Background: an optimization exercise with open tools, aiming at small area, a short achievable clock period and few clock cycles. Do not read the settings as production practice. Only simulation tests tie the RTL to the original design; equivalence was not proved. Power is estimated from default activity; no workload was simulated.

== the reference run ==
Design data_cache_ctrl, start of the top module:
module data_cache_ctrl
#(
  parameter int LINES  = 64,
  parameter int ADDR_W = 32,
  parameter int DATA_W = 32
) (
  input  logic              clk,
  input  logic              rst,
  input  logic              MemRead,
  input  logic              MemWrite,
  input  logic [ADDR_W-1:0] addr,
  input  logic [DATA_W-1:0] wdata,
  output logic [DATA_W-1:0] rdata,
  output logic              stall,
  output logic              mem_rd_en,
  output logic              mem_wr_en,
  output logic [ADDR_W-1:0] mem_addr,
  output logic [DATA_W-1:0] mem_wdata,
  input  logic [DATA_W-1:0] mem_rdata,
  input  logic              mem_ready
);
Size: about 3600 flip-flops, ~200 I/O pins.
Settings: LEC_CHECK=0, CAP_MARGIN=20, CORE_MARGIN=2, CORE_UTILIZATION=50, CTS_CLUSTER_DIAMETER=60, CTS_CLUSTER_SIZE=25, SETUP_SLACK_MARGIN=2.0, SLEW_MARGIN=20; clock period 9.0 ns.
standard.sh (not shown) runs the stock make flow with config.mk's settings and CLKGATE_MAP_FILE= SYNTH_SCRIPT=/design/flow/synth_recipe.tcl, a recipe that flattens the netlist after the stock synthesis.
==> flow/flow/run.sh <==
#!/bin/bash
set -o pipefail
export BUFFER_PORTS_ARGS="-buffer_cell sky130_fd_sc_hd__buf_4"
cp standard.sh standard_sh.txt
bash standard.sh > standard.log 2>&1
Testbench counts of the reference run, summed over its fixed seeds: cycles 25,169.
For the trial run, these inputs were changed with respect to the reference run:
diff --git a/flow/config.mk b/flow/config.mk
--- a/flow/config.mk
+++ b/flow/config.mk
@@ -9,5 +9,6 @@
 export CORE_MARGIN = 2
-export CORE_UTILIZATION = 50
+export CORE_UTILIZATION = 60
 export CTS_CLUSTER_DIAMETER = 60
 export CTS_CLUSTER_SIZE = 25
+export PLACE_DENSITY = 0.7
 export SETUP_SLACK_MARGIN = 2.0
Findings:
From the reference run to the trial run the numbers moved as follows: final period demand of the worst path +0.060 ns; relative contribution of combinational cells to total power +0.2 points; core outline area -17%; worst-case vdd ir drop +18%; final standard cell area without fillers -1.4%.
Diff the reference run -> the trial run | area growth from synthesis to layout | decrease of 1.6 points
Overall power consumption is lower on the trial run
NOTE: cell count of the worst reg-to-reg path in the trial run falls short of that of the reference run
The trial run vs the reference run — wire length dropped about 3.5%.
The trial run vs. the reference run: power density normalized to cell area went down by about 2.5%.
Worst setup slack, the trial run and the reference run: higher on the reference run

---

Setup of job 8711:
data_cache_ctrl, a different RTL version from the one above (not shown whole).
For scale: ~3600 flip-flops, roughly 0.14 sq mm of cells after synthesis.
Design data_cache_ctrl, start of the top module:
module data_cache_ctrl
#(
  parameter int LINES  = 64,
  parameter int ADDR_W = 32,
  parameter int DATA_W = 32
) (
  input  logic              clk,
  input  logic              rst,
  input  logic              MemRead,
  input  logic              MemWrite,
  input  logic [ADDR_W-1:0] addr,
  input  logic [DATA_W-1:0] wdata,
  output logic [DATA_W-1:0] rdata,
  output logic              stall,
  output logic              mem_rd_en,
  output logic              mem_wr_en,
  output logic [ADDR_W-1:0] mem_addr,
  output logic [DATA_W-1:0] mem_wdata,
  input  logic [DATA_W-1:0] mem_rdata,
  input  logic              mem_ready
);
export LEC_CHECK = 0
export CAP_MARGIN = 20
export CORE_MARGIN = 2
export CORE_UTILIZATION = 60
export CTS_CLUSTER_DIAMETER = 65
export CTS_CLUSTER_SIZE = 28
export PLACE_DENSITY = 0.7
export SETUP_SLACK_MARGIN = 2.4
export SLEW_MARGIN = 20
create_clock -name core_clock -period 9.0 [get_ports {clk}]
Scripts as last shown in full above: flow/flow/run.sh
Testbench counts of job 8711, summed over its fixed seeds: cycles 25,169.
Input-level comparison between job 518 and job 8711:
Settings: changing CTS_CLUSTER_DIAMETER from 65 to 60; changing CTS_CLUSTER_SIZE from 28 to 25; changing SETUP_SLACK_MARGIN from 2.4 to 2.2.
==> run notes <==
- Diff job 518..job 8711 | mean area per synthesized cell | unchanged
- The end point of the critical path comes out rdata[9] in one run and rdata[25] in the other, namely in job 518 and job 8711 respectively.
- Of the two candidates, job 8711 has the worse post-placement worst setup slack and job 518 the better one.
- Delta (job 518 minus job 8711): total leakage power was more or less identical, sequential fraction of design power went down by 0.7 points, final cell count was more or less identical, via count was more or less identical, utilization was more or less identical.
- Delta (job 518 minus job 8711): period utilization moved up; worst hold slack held steady.

---

Setup of build 89:
data_cache_ctrl again, from the RTL that the note above started with.
export LEC_CHECK = 0
export CAP_MARGIN = 20
export CORE_MARGIN = 2
export CORE_UTILIZATION = 64
export CTS_CLUSTER_DIAMETER = 60
export CTS_CLUSTER_SIZE = 25
export PLACE_DENSITY = 0.74
export SETUP_SLACK_MARGIN = 2.2
export SLEW_MARGIN = 20
create_clock -name core_clock -period 9.0 [get_ports {clk}]
Scripts as last shown in full above: flow/flow/run.sh
Build 89 finished every step from synthesis to the final layout, and the layout passed the timing, DRC and antenna checks.
Testbench counts of build 89, summed over its fixed seeds: cycles 25,169.
For trial 84, these inputs were changed with respect to build 89:
# build 89
export LEC_CHECK = 0
export CAP_MARGIN = 20
export CORE_MARGIN = 2
export CORE_UTILIZATION = 64
export CTS_CLUSTER_DIAMETER = 60
export CTS_CLUSTER_SIZE = 25
export PLACE_DENSITY = 0.74
export SETUP_SLACK_MARGIN = 2.2
export SLEW_MARGIN = 20
create_clock -name core_clock -period 9.0 [get_ports {clk}]
# trial 84
export LEC_CHECK = 0
export CAP_MARGIN = 20
export CORE_MARGIN = 2
export CORE_UTILIZATION = 60
export CTS_CLUSTER_DIAMETER = 60
export CTS_CLUSTER_SIZE = 25
export PLACE_DENSITY = 0.7
export SETUP_SLACK_MARGIN = 2.0
export SLEW_MARGIN = 20
create_clock -name core_clock -period 9.0 [get_ports {clk}]
[summary]
- Build 89 vs trial 84, launching element of the worst setup path: addr[9] vs addr[3]
- Re met1 global-route usage: trial 84 is 3.1 points down on build 89.
- Trial 84 vs. build 89: part of the total power dissipated in the clock network up 0.6 points, combinational share of power down 0.5 points.
- Trial 84 ends up with a fraction of the cycle the final worst path needs that is 1.4 points higher than in build 89.
- When trial 84 is set beside build 89, its vias per cell turns out to be 3.1% smaller.

==> afterwards: timing with drivers on the ports <==
In the flow no input, the clock included, has a driving cell. The finished layouts below were timed again as built, in two steps. Step 1, drivers: a clkbuf_16 drives clk and a buf_2 each remaining input, both assumed. Step 2 moves the port delays by t, midway between the first and last clock arrival at a register: inputs arrive t later, outputs are due t later. That takes back most of the time a late clock gives input paths. Slacks: ideal / step 1 / step 2; pairs: ideal / step 1.
| run | shift t [ns] | setup slack, ns | worst hold slack (ns) | worst setup path after step 2 | slew at the worst register clock pin (ns) |
|---|---|---|---|---|---|
| the reference run | 1.050 | 1.894 / 1.815 / 1.794 | 0.469 / 0.469 / 0.469 | input to register | 0.10 / 0.10 |
| the trial run | 1.006 | 1.834 / 1.622 / 1.550 | 0.464 / 0.464 / 0.464 | input to register | 0.10 / 0.10 |
| job 8711 | 0.964 | 2.115 / 1.752 / 1.696 | 0.459 / 0.459 / 0.459 | input to register | 0.11 / 0.11 |
| job 518 | 0.997 | 2.098 / 1.731 / 1.731 | 0.461 / 0.461 / 0.461 | input to register | 0.10 / 0.10 |
| build 89 | 0.987 | 2.062 / 1.710 / 1.473 | 0.463 / 0.463 / 0.463 | input to register | 0.10 / 0.10 |
| trial 84 | 0.996 | 1.937 / 1.865 / 1.865 | 0.459 / 0.459 / 0.459 | input to output | 0.10 / 0.10 |
After both steps every run listed still meets setup and hold. The setup slack of build 89, which loses most, moves by -0.352 ns with the drivers and by -0.589 ns with both steps.
